From an optimization exercise on the open Yosys and OpenROAD flow, aimed at small area, a short achievable clock period and few clock cycles; shortcuts taken in it are not production practice.
Function was checked by simulation only, so behaviour that the tests miss may differ from the original.
Power and IR drop assume default switching activity.

[design/flow/run.sh]
#!/bin/bash
# synth_recipe.tcl (not shown) runs the flow's synth.tcl, then flattens the netlist and writes it again
# the make line also repeats each setting of config.mk as NAME=value (left out here)
make -C /OpenROAD-flow-scripts/flow DESIGN_CONFIG=/design/flow/config.mk WORK_HOME=/design/flow/orfs CLKGATE_MAP_FILE= SYNTH_SCRIPT=/design/flow/synth_recipe.tcl finish
[design/flow/config.mk]
export PLATFORM = sky130hd
export DESIGN_NAME = ls1u_subsys
export DESIGN_NICKNAME = ls1u_subsys
export VERILOG_FILES = /design/flow/design.v
export SDC_FILE = /design/flow/constraint.sdc
export NUM_CORES = 4
export LEC_CHECK = 0
export CAP_MARGIN = 20
export CORE_MARGIN = 2
export CORE_UTILIZATION = 50
export CTS_BUF_LIST = sky130_fd_sc_hd__clkbuf_16
export CTS_CLUSTER_DIAMETER = 75
export CTS_CLUSTER_SIZE = 30
export SETUP_SLACK_MARGIN = 5
export SLEW_MARGIN = 20
export SYNTH_HIERARCHICAL = 1
export TNS_END_PERCENT = 0
[design/flow/constraint.sdc]
create_clock -name core_clock -period 10.0 [get_ports {clk}]
set_input_delay 2.0000 -clock core_clock [delete_from_list [all_inputs] [get_ports {clk}]]
set_output_delay 2.0000 -clock core_clock [all_outputs]
set_load 0.01 [all_outputs]
[design/flow/design.v]
`timescale 1ns/100ps
package ls1u_pkg;
    localparam int ADDR_W    = 24;               
    localparam int DATA_W    = 8;
    localparam int INSTR_W   = 16;
    localparam int RAM_AW    = 8;                
    localparam int RAM_DEPTH = 1 << RAM_AW;
    localparam int RAM_LAT   = 2;                
    localparam int LAT_W     = $clog2(RAM_LAT + 1);
    typedef enum logic [4:0] {
        FN_NOP    = 5'd0,
        FN_JMP    = 5'd1,
        FN_ALU    = 5'd2,
        FN_MOVX   = 5'd3,                        
        FN_LOAD   = 5'd4,
        FN_MOVC   = 5'd5,
        FN_LDI    = 5'd6,
        FN_MOVD   = 5'd7,
        FN_TOX    = 5'd8,                        
        FN_SHL_A  = 5'd13,
        FN_ROL_AB = 5'd16,
        FN_SHR_A  = 5'd18,
        FN_SAR_A  = 5'd20,
        FN_SHL_B  = 5'd22,
        FN_SHR_B  = 5'd24,
        FN_SAR_B  = 5'd26,
        FN_ROR_AB = 5'd28
    } funct_e;
    typedef enum logic [2:0] {
        JC_RET    = 3'd0,
        JC_APOS   = 3'd1,
        JC_BPOS   = 3'd2,
        JC_NEQ    = 3'd3,
        JC_NC     = 3'd4,
        JC_ALWAYS = 3'd5
    } jcond_e;
    typedef enum logic [2:0] {
        C   = 3'd0,
        A   = 3'd1,
        B   = 3'd2,
        A0  = 3'd3,
        A1  = 3'd4,
        A2  = 3'd5,
        D   = 3'd6,
        MDR = 3'd7                               
    } dst_e;
    typedef enum logic [3:0] {
        SRC_C, SRC_ALU, SRC_RAM, SRC_IMM, SRC_D, SRC_XREG,
        SRC_SHL_A, SRC_ROL_AB, SRC_SHR_A, SRC_SAR_A,
        SRC_SHL_B, SRC_SHR_B, SRC_SAR_B, SRC_ROR_AB,
        SRC_NONE
    } wbsrc_e;
    typedef struct packed {
        logic              read;
        logic              write;
        logic [ADDR_W-1:0] addr;
        logic [DATA_W-1:0] wdata;
    } dmem_req_t;
    typedef struct packed {
        logic              finish;               
        logic [DATA_W-1:0] rdata;
    } dmem_rsp_t;
endpackage
`timescale 1ns/100ps
module alu_slice_181 (
    input  logic [3:0] a,
    input  logic [3:0] b,
    input  logic [3:0] s,
    input  logic       m,
    input  logic       cin,
    output logic [3:0] f,
    output logic       cout,
    output logic       eqv,
    output logic       g,
    output logic       p
);
    logic [3:0] x, y;                            
    logic [3:0] lf;                              
    logic [4:0] sum;
    logic [3:0] gi, pi;
    always_comb
    begin
        case (s)
            4'h0:    {x, y} = {a, 4'h0};
            4'h1:    {x, y} = {a | b, 4'h0};
            4'h2:    {x, y} = {a | ~b, 4'h0};
            4'h3:    {x, y} = {4'h0, 4'hf};      
            4'h4:    {x, y} = {a, a & ~b};
            4'h5:    {x, y} = {a | b, a & ~b};
            4'h6:    {x, y} = {a, ~b};           
            4'h7:    {x, y} = {a & ~b, 4'hf};
            4'h8:    {x, y} = {a, a & b};
            4'h9:    {x, y} = {a, b};
            4'ha:    {x, y} = {a | ~b, a & b};
            4'hb:    {x, y} = {a & b, 4'hf};
            4'hc:    {x, y} = {a, a};            
            4'hd:    {x, y} = {a | b, a};
            4'he:    {x, y} = {a | ~b, a};
            default: {x, y} = {a, 4'hf};
        endcase
    end
    always_comb
    begin
        case (s)
            4'h0:    lf = ~a;
            4'h1:    lf = ~(a | b);
            4'h2:    lf = ~a & b;
            4'h3:    lf = 4'h0;
            4'h4:    lf = ~(a & b);
            4'h5:    lf = ~b;
            4'h6:    lf = a ^ b;
            4'h7:    lf = a & ~b;
            4'h8:    lf = ~a | b;
            4'h9:    lf = ~(a ^ b);
            4'ha:    lf = b;
            4'hb:    lf = a & b;
            4'hc:    lf = 4'hf;
            4'hd:    lf = a | ~b;
            4'he:    lf = a | b;
            default: lf = a;
        endcase
    end
    assign sum  = {1'b0, x} + {1'b0, y} + {4'b0, cin};
    assign f    = m ? lf : sum[3:0];
    assign cout = sum[4];                        
    assign eqv  = &f;
    assign gi = x & y;
    assign pi = x | y;
    assign g  = gi[3] | (pi[3] & gi[2]) | (&pi[3:2] & gi[1]) | (&pi[3:1] & gi[0]);
    assign p  = &pi;
endmodule
`timescale 1ns/100ps
import ls1u_pkg::*;
module g_nor3  (input logic a, b, c, output logic y);   assign y = ~(a | b | c);     endmodule
module g_nor3b (input logic a, b, cn, output logic y);  assign y = ~a & ~b & cn;     endmodule
module g_and3b (input logic an, b, c, output logic y);  assign y = ~an & b & c;      endmodule
module g_and2b (input logic an, b, output logic y);     assign y = ~an & b;          endmodule
module g_nand2b(input logic an, b, output logic y);     assign y = ~(~an & b);       endmodule
module g_nand2 (input logic a, b, output logic y);      assign y = ~(a & b);         endmodule
module g_nand3b(input logic an, b, c, output logic y);  assign y = ~(~an & b & c);   endmodule
module g_and2  (input logic a, b, output logic y);      assign y = a & b;            endmodule
module g_and4  (input logic a, b, c, d, output logic y); assign y = a & b & c & d;   endmodule
module pc_class (
    input  logic [15:8] instr,
    input  logic        int_req,
    input  logic        in_isr,
    input  logic        jwait,
    input  logic        jwait_n,
    output logic [7:0]  k
);
    logic f_lo, f_hi, c0, c1, c2, c3, c4, c5, c67;
    logic io, io_n, q34, h3, h4, fall_n;
    g_nor3   u_f_lo (.a (instr[15]), .b (instr[14]), .c (instr[13]), .y (f_lo));
    g_and2b  u_f_hi (.an (instr[12]), .b (instr[11]), .y (f_hi));
    g_nor3   u_c0   (.a (instr[10]), .b (instr[9]), .c (instr[8]), .y (c0));
    g_nor3b  u_c1   (.a (instr[10]), .b (instr[9]), .cn (instr[8]), .y (c1));
    g_nor3b  u_c2   (.a (instr[10]), .b (instr[8]), .cn (instr[9]), .y (c2));
    g_and3b  u_c3   (.an (instr[10]), .b (instr[9]), .c (instr[8]), .y (c3));
    g_nor3b  u_c4   (.a (instr[9]), .b (instr[8]), .cn (instr[10]), .y (c4));
    g_and3b  u_c5   (.an (instr[9]), .b (instr[10]), .c (instr[8]), .y (c5));
    g_and2   u_c67  (.a (instr[10]), .b (instr[9]), .y (c67));
    g_and2b  u_io   (.an (in_isr), .b (int_req), .y (io));
    g_nand2b u_io_n (.an (in_isr), .b (int_req), .y (io_n));
    g_nand2  u_q34  (.a (io), .b (jwait), .y (q34));
    g_and4   u_k0   (.a (f_lo), .b (f_hi), .c (c0), .d (io_n), .y (k[0]));
    g_and4   u_k1   (.a (f_lo), .b (f_hi), .c (c1), .d (io_n), .y (k[1]));
    g_and4   u_k2   (.a (f_lo), .b (f_hi), .c (c2), .d (io_n), .y (k[2]));
    g_and4   u_k3   (.a (f_lo), .b (f_hi), .c (c3), .d (q34), .y (k[3]));
    g_and4   u_k4   (.a (f_lo), .b (f_hi), .c (c4), .d (q34), .y (k[4]));
    g_and4   u_k5   (.a (f_lo), .b (f_hi), .c (c5), .d (io_n), .y (k[5]));
    g_nand3b u_fall (.an (c67), .b (f_lo), .c (f_hi), .y (fall_n));
    g_and2   u_k6   (.a (fall_n), .b (io_n), .y (k[6]));
    g_and4   u_h3   (.a (f_lo), .b (f_hi), .c (c3), .d (jwait_n), .y (h3));
    g_and4   u_h4   (.a (f_lo), .b (f_hi), .c (c4), .d (jwait_n), .y (h4));
    g_nor3b  u_k7   (.a (h3), .b (h4), .cn (io), .y (k[7]));
endmodule
module pc_next_bit (
    input  logic s0, v0,
    input  logic s1, v1,
    input  logic s2, v2,
    input  logic s3, v3,
    input  logic s4, v4,
    input  logic s5, v5,
    input  logic s6, v6,
    input  logic s7, v7,
    output logic y
);
    assign y = (s0 & v0) | (s1 & v1) | (s2 & v2) | (s3 & v3) | (s4 & v4) |
               (s5 & v5) | (s6 & v6) | (s7 & v7);
endmodule
module ls1u_core (
    input  logic                         clk,
    input  logic                         WAIT,
    input  logic                         int_req,
    input  logic [ls1u_pkg::ADDR_W-1:0]  ivec_addr,
    output logic                         in_isr,
    output logic [ls1u_pkg::ADDR_W-1:0]  iaddr,
    output logic [ls1u_pkg::ADDR_W-1:0]  iaddr_next,
    input  logic [ls1u_pkg::INSTR_W-1:0] instr,
    output logic                         st_valid,
    output logic [ls1u_pkg::ADDR_W-1:0]  st_addr,
    output logic [ls1u_pkg::DATA_W-1:0]  st_data,
    output logic [ls1u_pkg::RAM_AW-1:0]  ram_raddr,
    input  logic [ls1u_pkg::DATA_W-1:0]  ram_rdata
);
    ls1u_pkg::funct_e  funct;
    ls1u_pkg::jcond_e  jcond;
    ls1u_pkg::dst_e    dst;
    ls1u_pkg::wbsrc_e  wb_src;
    logic [DATA_W-1:0] imm;
    logic [2:0]        xreg_sel;
    logic              reg_en, jmp_en, xreg_en;
    logic [ADDR_W-1:0] pc, pc_next, pc_inc, jaddr;
    logic [DATA_W-1:0] a, b, c, d, a0, a1, a2;
    logic [DATA_W-1:0] ret0, ret1, ret2;         
    logic [DATA_W-1:0] rta0, rta1, rta2;         
    logic [DATA_W-1:0] xreg, wb, ld_data;
    logic [ADDR_W-1:0] rta_cur;
    logic [7:0]        jgo, jhold, jfall, cond_oh;
    logic [ADDR_W-1:0] jaddr_ret, jaddr_a;
    logic              int_ok;
    localparam int PCN_GROUPS = 3;
    localparam int PCN_BITS   = ADDR_W / PCN_GROUPS;
    logic [ADDR_W-1:0] nx_apos_v, nx_bpos_v, nx_alu_v;
    logic              take_int, reg_we, slow, jwait, jflag;
    logic              sel_a, sel_inc, isr_entry;
    logic              jmp, ret_sel;
    logic [DATA_W-1:0] alu_f;
    logic [DATA_W-1:0] alu_x, alu_y, alu_h;
    logic [DATA_W:0]   alu_c;
    logic              alu_co, alu_eq;
    assign funct    = ls1u_pkg::funct_e'(instr[15:11]);
    assign jcond    = ls1u_pkg::jcond_e'(instr[10:8]);
    assign dst      = ls1u_pkg::dst_e'(instr[10:8]);
    assign imm      = instr[7:0];
    assign xreg_sel = instr[2:0];
    always_comb
    begin
        case (funct)
            FN_ALU, FN_TOX: wb_src = SRC_ALU;
            FN_MOVX:        wb_src = SRC_XREG;
            FN_LOAD:        wb_src = SRC_RAM;
            FN_MOVC:        wb_src = SRC_C;
            FN_LDI:         wb_src = SRC_IMM;
            FN_MOVD:        wb_src = SRC_D;
            FN_SHL_A:       wb_src = SRC_SHL_A;
            FN_ROL_AB:      wb_src = SRC_ROL_AB;
            FN_SHR_A:       wb_src = SRC_SHR_A;
            FN_SAR_A:       wb_src = SRC_SAR_A;
            FN_SHL_B:       wb_src = SRC_SHL_B;
            FN_SHR_B:       wb_src = SRC_SHR_B;
            FN_SAR_B:       wb_src = SRC_SAR_B;
            FN_ROR_AB:      wb_src = SRC_ROR_AB;
            default:        wb_src = SRC_NONE;   
        endcase
    end
    assign xreg_en = (funct == FN_TOX);
    assign jmp_en  = (funct == FN_JMP);
    assign reg_en  = (wb_src != SRC_NONE) && !xreg_en;
    assign reg_we  = reg_en;                     
    for (genvar i = 0; i < DATA_W; i++)
    begin : g_alu
        assign alu_x[i]     = a[i] | (b[i] ? instr[4] : instr[5]);
        assign alu_y[i]     = a[i] & (b[i] ? instr[7] : instr[6]);
        assign alu_c[i + 1] = (alu_x[i] & alu_y[i]) | (alu_h[i] & alu_c[i]);
    end
    assign alu_h    = alu_x ^ alu_y;
    assign alu_c[0] = instr[2];
    assign alu_f    = alu_h ^ (alu_c[DATA_W-1:0] | {DATA_W{instr[3]}});
    assign alu_co   = alu_c[DATA_W];
    assign alu_eq = &alu_f;
    always_comb
    begin
        jgo      = '0;
        jhold    = '0;
        jgo[1]   = ~a[7];                        
        jgo[2]   = ~b[7];                        
        jgo[3]   = jwait & jflag;                
        jgo[4]   = jwait & jflag;                
        jgo[5]   = 1'b1;                         
        jhold[3] = ~jwait;
        jhold[4] = ~jwait;
        jfall    = ~(jgo | jhold);
        jfall[0] = 1'b0;                         
    end
    always_comb
    begin
        for (int i = 0; i < 8; i++)
            cond_oh[i] = (jcond == 3'(i));
    end
    assign ret_sel  = jmp_en & cond_oh[0];
    assign sel_a    = jmp_en & |(cond_oh & jgo);
    assign slow     = jmp_en & |(cond_oh & jhold);
    assign sel_inc  = ~jmp_en | |(cond_oh & jfall);
    assign jmp      = ret_sel | sel_a;
    assign int_ok   = int_req & ~in_isr;
    assign take_int = int_ok & ~slow;
    assign nx_apos_v = a[7] ? pc_inc : jaddr_a;
    assign nx_bpos_v = b[7] ? pc_inc : jaddr_a;
    assign nx_alu_v  = !jwait ? pc : (jflag ? jaddr_a : pc_inc);
    always_ff @(posedge clk or posedge WAIT)
    begin
        if (WAIT)
            jwait <= 1'b0;
        else
            jwait <= slow;
    end
    always_ff @(posedge clk)
    begin
        jflag <= (jcond == JC_NEQ) ? ~alu_eq : ~alu_co;
    end
    assign jaddr_ret = {ret2, ret1, ret0};
    assign jaddr_a   = {a2, a1, a0};
    assign jaddr     = ret_sel ? jaddr_ret : jaddr_a;
    always_comb
    begin
        case (xreg_sel)
            3'd0:    xreg = ret0;
            3'd1:    xreg = ret1;
            3'd2:    xreg = ret2;
            3'd3:    xreg = rta_cur[7:0];
            3'd4:    xreg = rta_cur[15:8];
            3'd5:    xreg = rta_cur[23:16];
            default: xreg = '0;
        endcase
    end
    assign ram_raddr = a0;
    assign ld_data   = st_valid ? st_data : ram_rdata;
    always_comb
    begin
        case (wb_src)
            SRC_C:      wb = c;
            SRC_ALU:    wb = alu_f;
            SRC_RAM:    wb = ld_data;
            SRC_IMM:    wb = imm;
            SRC_D:      wb = d;
            SRC_XREG:   wb = xreg;
            SRC_SHL_A:  wb = {a[6:0], 1'b0};
            SRC_ROL_AB: wb = {a[6:0], b[7]};
            SRC_SHR_A:  wb = {1'b0, a[7:1]};
            SRC_SAR_A:  wb = {a[7], a[7:1]};
            SRC_SHL_B:  wb = {b[6:0], 1'b0};
            SRC_SHR_B:  wb = {1'b0, b[7:1]};
            SRC_SAR_B:  wb = {b[7], b[7:1]};
            SRC_ROR_AB: wb = {a[0], b[7:1]};
            default:    wb = '0;
        endcase
    end
    assign pc_inc = pc + ADDR_W'(1);
    for (genvar g = 0; g < PCN_GROUPS; g++)
    begin : g_pcn
        logic [7:0] k;
        pc_class u_class (
            .instr   (instr[15:8]),
            .int_req (int_req),
            .in_isr  (in_isr),
            .jwait   (jwait),
            .jwait_n (~jwait),
            .k       (k)
        );
        for (genvar i = g * PCN_BITS; i < (g + 1) * PCN_BITS; i++)
        begin : g_bit
            pc_next_bit u_pcn (
                .s0 (k[0]), .v0 (jaddr_ret[i]),
                .s1 (k[1]), .v1 (nx_apos_v[i]),
                .s2 (k[2]), .v2 (nx_bpos_v[i]),
                .s3 (k[3]), .v3 (nx_alu_v[i]),
                .s4 (k[4]), .v4 (nx_alu_v[i]),
                .s5 (k[5]), .v5 (jaddr_a[i]),
                .s6 (k[6]), .v6 (pc_inc[i]),
                .s7 (k[7]), .v7 (ivec_addr[i]),
                .y  (pc_next[i])
            );
        end
    end
    always_ff @(posedge clk or posedge WAIT)
    begin
        if (WAIT)
            pc <= '0;
        else
            pc <= pc_next;
    end
    always_ff @(posedge clk or posedge WAIT)
    begin
        if (WAIT)
            isr_entry <= 1'b0;
        else
            isr_entry <= take_int;
    end
    assign rta_cur = isr_entry ? {a2, a1, a0} : {rta2, rta1, rta0};
    always_ff @(posedge clk)
    begin
        if (ret_sel)
            {a2, a1, a0} <= rta_cur;             
        else if (reg_we)
        begin
            case (dst)
                C:   c   <= wb;
                A:   a   <= wb;
                B:   b   <= wb;
                A0:  a0  <= wb;
                A1:  a1  <= wb;
                A2:  a2  <= wb;
                D:   d   <= wb;
                default: ;                       
            endcase
        end
    end
    always_ff @(posedge clk)
    begin
        if (take_int)
            {ret2, ret1, ret0} <= jmp ? jaddr : pc_inc;
        else if (xreg_en)
        begin
            case (xreg_sel)
                3'd0:    ret0 <= wb;
                3'd1:    ret1 <= wb;
                3'd2:    ret2 <= wb;
                default: ;
            endcase
        end
    end
    always_ff @(posedge clk)
    begin
        if (!take_int)
        begin
            rta0 <= (xreg_en && xreg_sel == 3'd3) ? wb : rta_cur[7:0];
            rta1 <= (xreg_en && xreg_sel == 3'd4) ? wb : rta_cur[15:8];
            rta2 <= (xreg_en && xreg_sel == 3'd5) ? wb : rta_cur[23:16];
        end
    end
    always_ff @(posedge clk or posedge WAIT)
    begin
        if (WAIT)
            in_isr <= 1'b0;
        else if (take_int)
            in_isr <= 1'b1;
        else if (ret_sel)
            in_isr <= 1'b0;
    end
    always_ff @(posedge clk or posedge WAIT)
    begin
        if (WAIT)
            st_valid <= 1'b0;
        else
            st_valid <= reg_we && dst == MDR;
    end
    always_ff @(posedge clk)
    begin
        if (reg_we && dst == MDR)
        begin
            st_data <= wb;
        end
    end
    assign st_addr    = {a2, a1, a0};
    assign iaddr      = pc;
    assign iaddr_next = pc_next;
endmodule
`timescale 1ns/100ps
import ls1u_pkg::*;
module ram_bit_next (
    input  logic q,
    input  logic d,
    input  logic w,
    input  logic h,
    output logic y
);
    assign y = (w & d) | (h & q);
endmodule
module ram_rd3 (
    input  logic s0, d0,
    input  logic s1, d1,
    input  logic s2, d2,
    output logic y_n
);
    assign y_n = ~((s0 & d0) | (s1 & d1) | (s2 & d2));
endmodule
module ram_rd2 (
    input  logic s0, d0,
    input  logic s1, d1,
    output logic y_n
);
    assign y_n = ~((s0 & d0) | (s1 & d1));
endmodule
module data_ram (
    input  logic              clk,
    input  logic              we,
    input  logic [RAM_AW-1:0] waddr,
    input  logic [DATA_W-1:0] wdata,
    input  logic [RAM_AW-1:0] raddr,
    output logic [DATA_W-1:0] rdata
);
    localparam int N3 = (RAM_DEPTH - 4) / 3;     
    localparam int NL = N3 + 2;                  
    logic [RAM_DEPTH-1:0] wsel, hold, rsel;
    always_comb
    begin
        for (int i = 0; i < RAM_DEPTH; i++)
        begin
            wsel[i] = we && (waddr == RAM_AW'(i));
            rsel[i] = (raddr == RAM_AW'(i));
        end
    end
    assign hold = ~wsel;
    for (genvar i = 0; i < RAM_DEPTH; i++)
    begin : g_word
        logic [DATA_W-1:0] q, d;
        for (genvar j = 0; j < DATA_W; j++)
        begin : g_bit
            ram_bit_next u_next (
                .q (q[j]),
                .d (wdata[j]),
                .w (wsel[i]),
                .h (hold[i]),
                .y (d[j])
            );
        end
        always_ff @(posedge clk)
            q <= d;
    end
    for (genvar j = 0; j < DATA_W; j++)
    begin : g_rd
        logic [NL-1:0] leaf_n;
        for (genvar k = 0; k < N3; k++)
        begin : g_l3
            ram_rd3 u_rd (
                .s0  (rsel[3*k]),     .d0 (g_word[3*k].q[j]),
                .s1  (rsel[3*k + 1]), .d1 (g_word[3*k + 1].q[j]),
                .s2  (rsel[3*k + 2]), .d2 (g_word[3*k + 2].q[j]),
                .y_n (leaf_n[k])
            );
        end
        for (genvar k = 0; k < 2; k++)
        begin : g_l2
            ram_rd2 u_rd (
                .s0  (rsel[3*N3 + 2*k]),     .d0 (g_word[3*N3 + 2*k].q[j]),
                .s1  (rsel[3*N3 + 2*k + 1]), .d1 (g_word[3*N3 + 2*k + 1].q[j]),
                .y_n (leaf_n[N3 + k])
            );
        end
        assign rdata[j] = ~&leaf_n;
    end
endmodule
`timescale 1ns/100ps
import ls1u_pkg::*;
module ls1u_subsys (
    input  logic                         clk,
    input  logic                         WAIT,
    input  logic                         int_req,
    input  logic [ls1u_pkg::ADDR_W-1:0]  ivec_addr,
    output logic                         in_isr,
    output logic [ls1u_pkg::ADDR_W-1:0]  iaddr,
    output logic [ls1u_pkg::ADDR_W-1:0]  iaddr_next,
    input  logic [ls1u_pkg::INSTR_W-1:0] instr,
    output logic                         st_valid,
    output logic [ls1u_pkg::ADDR_W-1:0]  st_addr,
    output logic [ls1u_pkg::DATA_W-1:0]  st_data
);
    logic [RAM_AW-1:0] raddr;
    logic [DATA_W-1:0] rdata;
    ls1u_core u_core (
        .clk        (clk),
        .WAIT       (WAIT),
        .int_req    (int_req),
        .ivec_addr  (ivec_addr),
        .in_isr     (in_isr),
        .iaddr      (iaddr),
        .iaddr_next (iaddr_next),
        .instr      (instr),
        .st_valid   (st_valid),
        .st_addr    (st_addr),
        .st_data    (st_data),
        .ram_raddr  (raddr),
        .ram_rdata  (rdata)
    );
    data_ram u_ram (
        .clk   (clk),
        .we    (st_valid),
        .waddr (st_addr[RAM_AW-1:0]),
        .wdata (st_data),
        .raddr (raddr),
        .rdata (rdata)
    );
endmodule
==> flow_metrics.env, run 1 <==
export IMPL_rows=148
export IMPL_initial_core_util_pct=50.4
export IMPL_slew_viol_final=0
export IMPL_reg2reg_slack_ps=4240
export IMPL_critPathLaunch="u_core.a0[0]"
export IMPL_cts_sinks=2189
export IMPL_final_antenna_net_count=0
export IMPL_netlist_instances=7187
export IMPL_synthArstFlopShare_pct=1.28
export IMPL_post_dp_hpwl_mm=210
export IMPL_overflow=0
export IMPL_dieHeight_um=409
export IMPL_avgRoutedWirePerCell_um=33.9
export IMPL_grt_max_degree=156
export IMPL_io_pins=125
export IMPL_multiInputGateArea_sq_um=36600
export IMPL_ys_seq_elements=2189
export IMPL_dieArea_sq_um=167000
export IMPL_synth_nets=7239
export IMPL_skew_ps=40.0
export IMPL_maxCapViolCount=0
export IMPL_fmax_ghz=0.174
export IMPL_endpoint_kind="register"
export IMPL_regMostFlops="u_ram.g_word.q"
export IMPL_die_w_um=409
export IMPL_grt_pass1_wl_mm=473
export IMPL_cts_tree="done"
export IMPL_gp_congestion=0.991
export IMPL_use_met3_pct=9.12
export IMPL_period_share_pct=57.6
export IMPL_biggestRegsByFlops="u_ram.g_word.q (2048), u_core.pc (24)"
export IMPL_wirelength_mm=333
export IMPL_drc_errors=0
export IMPL_grt_busiest_layer="met2"
export IMPL_regArea_sq_um=45100
export IMPL_io_buffers=124
export IMPL_hold_depth=1
export IMPL_hold_violations=0
export IMPL_drive_gt1_share_pct=9.56
export IMPL_cts_root_buf="clkbuf_16"
export IMPL_use_met1_pct=52.4
export IMPL_coreArea_sq_um=163000
export IMPL_outcome="no timing/DRC/antenna violations"
export IMPL_p_per_area_nw_per_um2=180
export IMPL_synth_area_sq_um=82000
export IMPL_numCtsBuffers=121
export IMPL_mostFrequentLayoutCell="a22o_1"
export IMPL_cts_hold_buffers=0
export IMPL_slew_limit_headroom_pct=14.4
export IMPL_worstReg2RegStart="u_core.a0[0]"
export IMPL_crit_fanout=10
export IMPL_clkTransAtPathRegs_ps=90
export IMPL_fill_cells=13600
export IMPL_hold_start="u_ram.g_word[166].q[7]"
export IMPL_layout_common_cells="a22o_1 (2051), dfxtp_1 (2049), a222oi_1 (675), nor2_1 (560), nand2_1 (361)"
export IMPL_gr_usage_met2_pct=54.0
export IMPL_cp_data_arrival_time_ps=6280
export IMPL_h_tree_depth=3
export IMPL_routed_via_density=7.38
export IMPL_startpoint_type="register"
export IMPL_largest_register_ffs=2048
export IMPL_vdd_drop_max_mv=0.210
export IMPL_ys_types=85
export IMPL_path_class="register to register"
export IMPL_hold_class="register to register"
export IMPL_clock_latency_ps=810
export IMPL_areaGrowthSynthToFinish_pct=13.4
export IMPL_synthFlopType="dfxtp_1"
export IMPL_yosys_warnings=8
export IMPL_fin_setup_tns_ps=0
export IMPL_r2r_end="u_core.ret2[6]"
export IMPL_worst_pin_slew_ps=1280
export IMPL_synth_seq_area_share_pct=55.0
export IMPL_holdPathEnd="u_ram.g_word[166].q[7]"
export IMPL_rsz0062_at_grt="yes"
export IMPL_via_count=72400
export IMPL_finalCriticalPeriod_ps=5760
export IMPL_dr_pass1_iters=14
export IMPL_grt_pass1_vias=66300
export IMPL_grt_usage_pct=37.6
export IMPL_drtIter0Drc=14900
export IMPL_hold_slack_ps=478
export IMPL_synth_area_per_cell_sq_um=11.4
export IMPL_final_nets=7568
export IMPL_worstPathRequired_ps=10520
export IMPL_reg2regPathDepth=17
export IMPL_leakage_nw=34.2
export IMPL_cts_max_path_buffers=3
export IMPL_synth_edf_count=112
export IMPL_antenna_found_initial=14
export IMPL_setup_viol=0
## metal layers
metal  part of all wire (%)  vias up
met5                  0.020        -
met4                    6.0       12
met3                     12      900
met2                     42     5183
met1                     41    35600
li1                       -    30800
## timing repair
| item | in CTS | in global routing |
|---|---|---|
| endpoints found under the setup margin | 136 | 126 |
| gates cloned | 10 | 1 |
| endpoints found under the hold margin | 0 | 0 |
| pin swaps | 61 | 17 |
| resized for setup | 285 | 50 |
| setup buffers | 107 | 12 |
## kinds of logic after synthesis
kind of cell	synth area share [%]
AO/OA/AOI/OAI	33.5
XOR/XNOR	0.331
adder cells (fa/ha/maj)	0.137
buffers and inverters	1.46
flip-flops	55.0
multiplexers	0.979
AND/OR/NAND/NOR	8.63
## Yosys stat by module (local to each module, per instance), excerpt
module       flip-flops and latches  cell area, sq um
data_ram                       2048             46500
g_and2b                           0              13.8
ram_rd3                           0              10.0
ram_rd2                           0              12.5
g_nor3                            0              10.0
g_nand2b                          0              6.26
g_nand3b                          0              7.51
pc_next_bit                       0              36.3
g_and4                            0              8.76
g_and3b                           0              8.76
g_and2                            0              6.26
## report_power, final
part | switching (mW) | internal [mW]
Sequential | 0.166 | 8.97
Combinational | 0.825 | 0.685
Clock | 3.46 | 2.66
## cell usage after synthesis, drive strengths merged, types with 3 or more instances
master	n	share of area [%]
a21oi	100	0.61
o22ai	13	0.099
and3	12	0.092
o21ai	80	0.49
nor2	585	2.7
a211o	13	0.14
nor2b	39	0.35
a31oi	6	0.046
a211oi	11	0.15
a22o	2051	22
a21boi	4	0.037
dfxtp	2049	50
or2	6	0.046
nand3b	13	0.12
clkbuf	108	0.50
and2	23	0.18
a2111oi	5	0.078
xor2	15	0.16
nor3	34	0.29
o31ai	4	0.037
o211ai	11	0.10
mux2i	63	0.77
xnor2	16	0.17
mux2	13	0.18
o21bai	6	0.059
or4	17	0.16
nor4	37	0.32
inv	101	0.46
nor3b	19	0.25
nand2b	20	0.15
a22oi	125	1.2
nand4	211	1.6
and3b	7	0.075
a32oi	4	0.043
edfxtp	112	4.1
a21o	8	0.073
dfrtp	28	0.85
nand3	36	0.22
or3b	3	0.032
buf	71	0.50
nand2	377	1.7
and4	24	0.26
ha	9	0.14
a222oi	675	8.2
## how the worst max path moves through the flow
stage | slack [ps] | to
3_5_place_dp | 2760 | u_core.d[1]
2_1_floorplan | 3850 | st_data[0]
4_1_cts | 4500 | iaddr_next[15]
3_3_place_gp | 2870 | u_core.c[3]
6_report | 4240 | u_core.ret2[6]
5_1_grt | 4320 | u_core.pc[23]
## area by class of cell
type	count	share of cell area [%]
Sequential cell	2189	48.5
Timing Repair Buffer	381	3.91
Tap cell	2175	2.93
Clock buffer	126	3.39
Multi-Input combinational cell	4722	39.4
Antenna cell	16	0.0430
Clock inverter	103	1.46
Inverter	101	0.408
## metrics by stage
step	setup slack, ps	utilization, %	power, mW	area, sq um	instances
2_1_floorplan	3850	-	9.93	82000	7187
6_report	4240	57.1	16.8	93000	9813
3_3_place_gp	2870	53.1	10.5	86500	9437
5_1_grt	4320	57.1	17.2	93000	9800
4_1_cts	4500	56.9	16.7	92700	9784
3_5_place_dp	2760	53.2	10.5	86500	9438
## worst max-delay path, cell delays in order, from the launching register on
cell and delay (ps):
edfxtp_1 480, buf_4 190, buf_4 150, nand3_2 440
buf_6 360, nor2_1 200, a222oi_1 480, nand4_1 450
nor4_2 500, nand4_1 370, or4_4 700, mux2i_1 200
nor3_1 70, a21oi_1 140, nand4_1 180, a211oi_4 270
buf_4 210, o21ai_0 90
Testbench counts, summed over its fixed seeds: cycles 7,711.
==> run 2, diff against run 1 <==
==> design/flow/config.mk (replaced) <==
export PLATFORM = sky130hd
export DESIGN_NAME = ls1u_subsys
export DESIGN_NICKNAME = ls1u_subsys
export VERILOG_FILES = /design/flow/design.v
export SDC_FILE = /design/flow/constraint.sdc
export NUM_CORES = 4
export LEC_CHECK = 0
export CAP_MARGIN = 10
export CORE_MARGIN = 2
export CORE_UTILIZATION = 50
export CTS_BUF_LIST = sky130_fd_sc_hd__clkbuf_16
export CTS_CLUSTER_DIAMETER = 75
export CTS_CLUSTER_SIZE = 30
export SETUP_SLACK_MARGIN = 5
export SLEW_MARGIN = 10
export SYNTH_HIERARCHICAL = 1
==> run 2 against run 1 <==
Still clean on timing, DRC and antenna. Via count increased by 1.3%. Synthesized cell count unchanged. Power decreased by 1.7%. Sequential power about the same. Sequential share of layout area shrank 0.76 points. Register-to-register slack improved by 570 ps. Clock skew is 4.8 ps higher. Die area did not move. Sequential cell count unchanged. Fmax is 4.5% higher.
==> flow_metrics.env, run 2 <==
export IMPL_final_antenna_net_count=0
export IMPL_period_share_pct=55.1
export IMPL_drtIter0Drc=15500
export IMPL_dr_pass1_iters=13
export IMPL_grt_usage_pct=38.3
export IMPL_avgRoutedWirePerCell_um=34.4
export IMPL_yosys_warnings=8
export IMPL_endpoint_kind="output port"
export IMPL_post_dp_hpwl_mm=214
export IMPL_synth_seq_area_share_pct=55.0
export IMPL_fin_setup_tns_ps=0
export IMPL_clock_latency_ps=810
export IMPL_netlist_instances=7187
export IMPL_final_nets=7635
export IMPL_yosysTopAreaCell="dfxtp_1"
export IMPL_combPwrFrac_pct=8.1
export IMPL_routed_via_density=7.43
export IMPL_slew_limit_headroom_pct=7.15
export IMPL_synth_area_per_cell_sq_um=11.4
export IMPL_hold_violations=0
export IMPL_cts_root_buf="clkbuf_16"
export IMPL_finalCriticalPeriod_ps=5510
export IMPL_synth_edf_count=112
export IMPL_skew_ps=44.8
export IMPL_h_tree_depth=3
export IMPL_drive_gt1_share_pct=11.8
export IMPL_regArea_sq_um=45100
export IMPL_wirelength_mm=340
export IMPL_p_per_area_nw_per_um2=174
export IMPL_startpoint_type="primary input"
export IMPL_ys_top_cells_by_count="a22o_1 (2051), dfxtp_1 (2049), a222oi_1 (675)"
export IMPL_synthArstFlopShare_pct=1.28
export IMPL_layout_common_cells="a22o_1 (2051), dfxtp_1 (2049), a222oi_1 (675), nor2_1 (505), nand2_1 (362)"
export IMPL_cts_sinks=2189
export IMPL_worstPathRequired_ps=8000
export IMPL_multiInputGateArea_sq_um=37200
export IMPL_sw_frac_of_total_pct=27.0
export IMPL_power_switching_mw=4.45
export IMPL_vdd_drop_max_mv=0.177
export IMPL_path_class="primary input to output port"
export IMPL_dieArea_sq_um=167000
export IMPL_worst_pin_slew_ps=1380
export IMPL_crit_fanout=8
export IMPL_synth_area_sq_um=82000
export IMPL_ys_types=85
export IMPL_grt_max_degree=159
export IMPL_hold_class="register to register"
export IMPL_cts_max_path_buffers=3
export IMPL_outcome="no timing/DRC/antenna violations"
export IMPL_fmax_ghz=0.181
export IMPL_cts_tree="done"
export IMPL_grt_pass1_vias=66500
export IMPL_coreArea_sq_um=163000
export IMPL_largest_register_ffs=2048
export IMPL_leakage_nw=34.8
export IMPL_worst_slack_ps=4490
export IMPL_numCtsBuffers=119
export IMPL_synth_top_area_share_pct=50.0
export IMPL_pre_cts_ws_ps=2470
export IMPL_biggestRegsByFlops="u_ram.g_word.q (2048), u_core.pc (24)"
export IMPL_rows=148
export IMPL_io_pins=125
export IMPL_fill_cells=13500
export IMPL_gp_congestion=0.992
export IMPL_pwr_share_clk_pct=36.4
export IMPL_overflow=0
export IMPL_via_count=73400
export IMPL_antenna_found_initial=12
export IMPL_cp_data_arrival_time_ps=3510
export IMPL_initial_core_util_pct=50.4
export IMPL_synth_most_common_cell="a22o_1"
export IMPL_maxCapViolCount=0
export IMPL_slew_viol_final=0
export IMPL_drc_errors=0
export IMPL_mostFrequentLayoutCell="a22o_1"
export IMPL_synth_area_leaders="dfxtp_1 (50%), a22o_1 (22%), a222oi_1 (8.2%), edfxtp_1 (4.1%), nor2_1 (2.7%)"
export IMPL_pwr_share_seq_pct=55.5
export IMPL_die_w_um=409
export IMPL_rsz0062_at_grt="yes"
export IMPL_areaGrowthSynthToFinish_pct=15.2
export IMPL_regMostFlops="u_ram.g_word.q"
export IMPL_ys_seq_elements=2189
export IMPL_synthFlopType="dfxtp_1"
export IMPL_io_buffers=124
export IMPL_setup_viol=0
export IMPL_cts_hold_buffers=0
export IMPL_power_internal_mw=12.0
export IMPL_clkTransAtPathRegs_ps=90
export IMPL_dieHeight_um=409
export IMPL_grt_pass1_wl_mm=481
export IMPL_synth_nets=7239
==> run 2: changes by cell type in the layout (fill, tap and decap cells not counted), moves of 7 or more <==
cell / previous run / this run
o21ai_0: 72 / 42
a22oi_2: 30 / 44
or4_4: 3 / 16
a22oi_1: 95 / 81
buf_4: 202 / 224
or4_1: 14 / 1
clkinv_8: 19 / 27
nor2_1: 560 / 505
nor2b_1: 32 / 25
diode_2: 16 / 6
nor2_2: 10 / 62
buf_12: 23 / 66
nor4_1: 17 / 8
o21ai_1: 8 / 38
==> run 2: layout make-up <==
| class | count | area share, % |
|---|---|---|
| antenna | 6 | 0.0159 |
| inverter | 101 | 0.404 |
| clock buffer | 120 | 3.18 |
| tap | 2175 | 2.88 |
| multi-input combinational | 4722 | 39.3 |
| timing repair buffer | 450 | 5.01 |
| clock inverter | 105 | 1.48 |
| sequential | 2189 | 47.7 |
==> run 2: repair_timing <==
| item | 4_1_cts | 5_1_grt |
|---|---|---|
| pin swaps | 128 | 134 |
| hold endpoints to repair | 0 | 0 |
| setup buffers | 118 | 65 |
| resized for setup | 384 | 122 |
| cloned | 12 | 4 |
| endpoints found under the setup margin | 148 | 144 |
==> run 2: per-stage QoR <==
| step | hold slack (ps) | area [sq um] | power (mW) | utilization, % | cells |
|---|---|---|---|---|---|
| CTS | 479 | 93300 | 16.4 | 57.3 | 9793 |
| detailed placement | 451 | 86500 | 10.5 | 53.2 | 9438 |
| global route | 486 | 94500 | 16.9 | 58.0 | 9862 |
| floorplan | 438 | 82100 | 9.94 | - | 7187 |
| global placement | 451 | 86500 | 10.5 | 53.1 | 9436 |
| finish | 479 | 94500 | 16.5 | 58.1 | 9868 |
==> run 2: per-module statistics from Yosys, one instance, submodules excluded, a selection <==
module       cell area (sq um)  flops+latches  cells  copies in the design
data_ram                 46500           2048   3304                     1
g_and3b                   8.76              0      1                     6
g_nand2b                  6.26              0      1                     3
g_nor3b                   12.5              0      1                    12
pc_next_bit               36.3              0      5                    24
ram_rd3                   10.0              0      1                   672
==> run 2: worst paths after layout <==
path | startpoint | end | slack [ps] | cells after the start
min in group asynchronous | WAIT | u_core.isr_entry | 1600 | 3
min reg2reg | u_ram.g_word[101].q[6] | u_ram.g_word[101].q[6] | 480 | 1
min | u_ram.g_word[101].q[6] | u_ram.g_word[101].q[6] | 480 | 1
max in group asynchronous | WAIT | u_core.in_isr | 8050 | 3
max | instr[15] | iaddr_next[21] | 4490 | 8
max reg2reg | u_core.a0[1] | u_core.ret0[1] | 4810 | 17
==> run 2: routing by layer <==
| metal | track usage, % | share of wire (%) | vias to the layer above |
|---|---|---|---|
| met1 | 53.0 | 40 | 36300 |
| met5 | 0 | 0.026 | - |
| met3 | 9.14 | 12 | 954 |
| met2 | 55.6 | 42 | 5224 |
| met4 | 19.3 | 5.6 | 14 |
| li1 | - | - | 30900 |
==> run 2: cell families (layout without fill, tap and decap cells) <==
group	Yosys count	count (layout)	share of synthesized area, %
buffers and inverters	280	776	1.46
DFF	2189	2189	55.0
other	0	6	0
adders and majority gates	9	9	0.137
xor gates and xnor gates	31	31	0.331
muxes	77	77	0.979
and+or+nand+nor	1470	1474	8.63
AOI/OAI and AO/OA	3131	3131	33.5
==> run 2: critical path, stage by stage <==
cell and delay [ps]:
buf_6 100, buf_12 130, buf_4 140, nor3_2 210, and4_1 470, a22oi_1 150, nand4_1 160, buf_2 160
==> run 2: power groups by stage <==
stage,logic (mW),registers [mW],clock network [mW]
final,1.34,9.14,6.01
after global placement,1.19,9.33,0
after detailed placement,1.19,9.33,0
after global routing,1.41,9.16,6.36
after floorplan,0.615,9.32,0
after CTS,1.24,9.13,6.04
==> run 3, diff against run 2 <==
==> design/flow/flow/run.sh (new file) <==
#!/bin/bash
set -euo pipefail
export CTS_ARGS="-sink_clustering_enable -repair_clock_nets -sink_clustering_size 30 -sink_clustering_max_diameter 75 -buf_list sky130_fd_sc_hd__clkbuf_16 -dont_use_dummy_load"
bash standard.sh finish > standard_flow.log 2>&1
==> design/flow/standard.sh (new file) <==
#!/bin/bash
# synth_recipe.tcl (not shown) runs the flow's synth.tcl, then flattens the netlist and writes it again
# the make line also repeats each setting of config.mk as NAME=value (left out here)
make -C /OpenROAD-flow-scripts/flow DESIGN_CONFIG=/design/flow/config.mk WORK_HOME=/design/flow/orfs CLKGATE_MAP_FILE= SYNTH_SCRIPT=/design/flow/synth_recipe.tcl "${@:-finish}"
--- a/design/flow/config.mk
+++ b/design/flow/config.mk
@@ -5,12 +5,12 @@
 export SDC_FILE = /design/flow/constraint.sdc
 export NUM_CORES = 4
 export LEC_CHECK = 0
-export CAP_MARGIN = 10
+export CAP_MARGIN = 20
 export CORE_MARGIN = 2
 export CORE_UTILIZATION = 50
 export CTS_BUF_LIST = sky130_fd_sc_hd__clkbuf_16
 export CTS_CLUSTER_DIAMETER = 75
 export CTS_CLUSTER_SIZE = 30
 export SETUP_SLACK_MARGIN = 5
-export SLEW_MARGIN = 10
+export SLEW_MARGIN = 20
 export SYNTH_HIERARCHICAL = 1
removed: design/flow/run.sh
==> run 3 against run 2 <==
First-iteration DRC count grew 0.73%. Sequential share of layout area is 0.66 points higher. Cell count fell by 1.2%. Clock power fell by 13%. Wire length shrank 0.23%. Non-clock buffer count shrank 24. Critical endpoint is now iaddr_next[11]. Largest power group unchanged.
==> flow_metrics.env, run 3 <==
export IMPL_dieHeight_um=409
export IMPL_drc_errors=0
export IMPL_gp_congestion=0.992
export IMPL_vdd_drop_max_mv=0.179
export IMPL_reg2regPathDepth=16
export IMPL_coreArea_sq_um=163000
export IMPL_dr_pass1_iters=14
export IMPL_rows=148
export IMPL_synth_area_leaders="dfxtp_1 (50%), a22o_1 (22%), a222oi_1 (8.2%), edfxtp_1 (4.1%), nor2_1 (2.7%)"
export IMPL_p_per_area_nw_per_um2=168
export IMPL_areaGrowthSynthToFinish_pct=13.6
export IMPL_skew_ps=84.8
export IMPL_ys_types=85
export IMPL_numCtsBuffers=130
export IMPL_holdPathEnd="u_ram.g_word[101].q[6]"
export IMPL_worstPathRequired_ps=8000
export IMPL_crit_fanout=5
export IMPL_io_buffers=124
export IMPL_synthArstFlopShare_pct=1.28
export IMPL_cp_data_arrival_time_ps=3550
export IMPL_synth_top_area_share_pct=50.0
export IMPL_pre_cts_ws_ps=2870
export IMPL_worst_pin_slew_ps=1250
export IMPL_cts_max_path_buffers=3
export IMPL_post_dp_hpwl_mm=214
export IMPL_final_antenna_net_count=0
export IMPL_initial_core_util_pct=50.4
export IMPL_path_class="primary input to output port"
export IMPL_pwr_share_seq_pct=58.3
export IMPL_slew_viol_final=0
export IMPL_avgRoutedWirePerCell_um=34.8
export IMPL_synth_area_sq_um=82000
export IMPL_setup_viol=0
export IMPL_dieArea_sq_um=167000
export IMPL_maxCapViolCount=0
export IMPL_sw_frac_of_total_pct=24.6
export IMPL_regMostFlops="u_ram.g_word.q"
export IMPL_reg2reg_slack_ps=4700
export IMPL_cts_sinks=2189
export IMPL_synth_most_common_cell="a22o_1"
export IMPL_grt_max_degree=159
export IMPL_via_count=73000
export IMPL_drtIter0Drc=15600
export IMPL_clkTransAtPathRegs_ps=60
export IMPL_worstReg2RegStart="u_core.a0[4]"
export IMPL_power_internal_mw=11.8
export IMPL_cts_tree="done"
export IMPL_fin_area_sq_um=93200
export IMPL_hold_violations=0
export IMPL_hold_class="register to register"
export IMPL_finalCriticalPeriod_ps=5550
export IMPL_antenna_found_initial=17
export IMPL_outcome="no timing/DRC/antenna violations"
export IMPL_hold_start="u_ram.g_word[101].q[6]"
export IMPL_placed_area_sq_um=86600
export IMPL_h_tree_depth=4
export IMPL_r2r_end="u_core.rta0[1]"
export IMPL_fin_setup_tns_ps=0
export IMPL_combPwrFrac_pct=8.5
export IMPL_rsz0062_at_grt="yes"
export IMPL_final_nets=7620
export IMPL_period_share_pct=55.5
export IMPL_ys_seq_elements=2189
export IMPL_cts_root_buf="clkbuf_16"
export IMPL_power_switching_mw=3.86
export IMPL_slew_limit_headroom_pct=16.1
export IMPL_endpoint_kind="output port"
export IMPL_ys_top_cells_by_count="a22o_1 (2051), dfxtp_1 (2049), a222oi_1 (675)"
export IMPL_fmax_ghz=0.180
export IMPL_synth_edf_count=112
export IMPL_routed_via_density=7.49
export IMPL_largest_register_ffs=2048
export IMPL_leakage_nw=34.2
export IMPL_grt_pass1_vias=66200
export IMPL_worst_slack_ps=4450
export IMPL_overflow=0
export IMPL_biggestRegsByFlops="u_ram.g_word.q (2048), u_core.pc (24)"
export IMPL_clock_latency_ps=810
export IMPL_drive_gt1_share_pct=10.6
export IMPL_synth_area_per_cell_sq_um=11.4
export IMPL_die_w_um=409
export IMPL_synth_nets=7239
export IMPL_grt_pass1_wl_mm=481
export IMPL_grt_usage_pct=38.4
export IMPL_yosys_warnings=8
export IMPL_pwr_share_clk_pct=33.2
export IMPL_yosysTopAreaCell="dfxtp_1"
export IMPL_wirelength_mm=339
export IMPL_startpoint_type="primary input"
export IMPL_netlist_instances=7187
export IMPL_mostFrequentLayoutCell="a22o_1"
export IMPL_hold_depth=1
export IMPL_layout_common_cells="a22o_1 (2051), dfxtp_1 (2049), a222oi_1 (675), nor2_1 (520), nand2_1 (361)"
export IMPL_synth_seq_area_share_pct=55.0
export IMPL_fill_cells=13700
export IMPL_io_pins=125
export IMPL_synthFlopType="dfxtp_1"
[run 3: worst max-delay path: stages]
cell	delay (ps)
buf_6	100
buf_12	130
nor3_4	230
buf_6	180
and4_4	230
nor3b_4	60
buf_6	120
a22oi_2	130
nand4_1	170
buf_2	200
[run 3: cell families after synthesis]
logic type,Yosys count,share of synthesized area (%)
AO/OA/AOI/OAI,3131,33.5
XOR/XNOR,31,0.331
flip-flops,2189,55.0
adder cells (fa/ha/maj),9,0.137
AND/OR/NAND/NOR,1470,8.63
buffers and inverters,280,1.46
multiplexers,77,0.979
[run 3: worst max path at each step]
stage / startpoint / to / slack [ps] / cells after the start
6_report: instr[15] / iaddr_next[11] / 4450 / 10
5_1_grt: instr[15] / iaddr_next[13] / 4420 / 10
4_1_cts: instr[15] / iaddr_next[13] / 4510 / 10
3_5_place_dp: u_core.a0[0] / u_core.b[1] / 2870 / 14
3_3_place_gp: u_core.a0[1] / u_core.a[1] / 2090 / 13
2_1_floorplan: u_core.st_data[0] / st_data[0] / 3850 / 0
[run 3: metrics by stage]
step | hold slack (ps) | instances | utilization, % | total power [mW]
after floorplan | 438 | 7187 | - | 9.94
after global placement | 451 | 9436 | 53.1 | 10.5
after detailed placement | 452 | 9441 | 53.2 | 10.5
after CTS | 473 | 9716 | 56.8 | 15.6
after global routing | 478 | 9741 | 57.2 | 16.1
final | 471 | 9750 | 57.3 | 15.7
[run 3: layer usage]
| metal | routed length (um) | GRT usage [%] | vias to the layer above |
|---|---|---|---|
| li1 | - | - | 30700 |
| met1 | 138000 | 53.7 | 36000 |
| met2 | 143000 | 55.9 | 5268 |
| met3 | 39200 | 8.62 | 931 |
| met4 | 18700 | 18.5 | 18 |
| met5 | 129 | 0 | - |
[run 3: repair_timing]
item | CTS | global route
hold endpoints to repair | 0 | 0
buffers inserted | 129 | 23
pin swaps | 142 | 110
hold buffers | 0 | 0
gates cloned | 16 | 1
resized for setup | 403 | 102
endpoints found under the setup margin | 148 | 138
[run 3: power groups by stage]
stage | Sequential [mW] | Clock (mW) | Combinational, mW
floorplan | 9.32 | 0 | 0.615
global placement | 9.33 | 0 | 1.19
detailed placement | 9.33 | 0 | 1.19
CTS | 9.13 | 5.22 | 1.26
global route | 9.15 | 5.53 | 1.40
finish | 9.14 | 5.20 | 1.33
[run 3: modules after synthesis, one instance, submodules excluded, excerpt]
module / flip-flops and latches / cells
data_ram: 2048 / 3304
ls1u_core: 141 / 958
pc_next_bit: 0 / 5
g_and2b: 0 / 1
g_nor3b: 0 / 1
ram_rd2: 0 / 1
g_nor3: 0 / 1
ram_rd3: 0 / 1
g_and3b: 0 / 1
g_and4: 0 / 1
ram_bit_next: 0 / 1
g_nand3b: 0 / 1
g_and2: 0 / 1
g_nand2b: 0 / 1
g_nand2: 0 / 1
[run 3: cell type report]
type                    instances  area [sq um]  share of cell area (%)
diodes                          9          22.5                  0.0242
clock buffers                 130          3250                    3.49
inverters                     101           382                   0.409
multi-input cells            4720         37200                    39.9
flip-flops and latches       2189         45100                    48.4
well taps                    2175          2720                    2.92
repair buffers                426          4510                    4.84

## port drivers added, routing unchanged
The flow's constraints put no driver on any port. The routed layouts listed below were extracted and timed again, unchanged, in two steps. Step 1 assumes that a clkbuf_16 drives the clock port and a buf_2 every other input. Step 2, shift: input delay + t, output delay - t, t = (earliest + latest rising clock arrival at the registers) / 2. This alone moves slack from input paths to output paths. Three values: ideal, step 1, step 2; two values: the first two.
run | t (ns) | setup slack, ns | latest minus earliest clock arrival (ns)
run 1 | 0.873 | 4.240 / 4.240 / 3.514 | 0.041 / 0.041
run 2 | 0.883 | 4.487 / 4.402 / 4.408 | 0.053 / 0.053
run 3 | 0.862 | 4.446 / 4.413 / 4.413 | 0.087 / 0.086
After both steps every run listed still meets setup and hold. For run 1, which loses most, drivers alone change the setup slack by 0.000 ns; drivers and shift together by -0.726 ns.
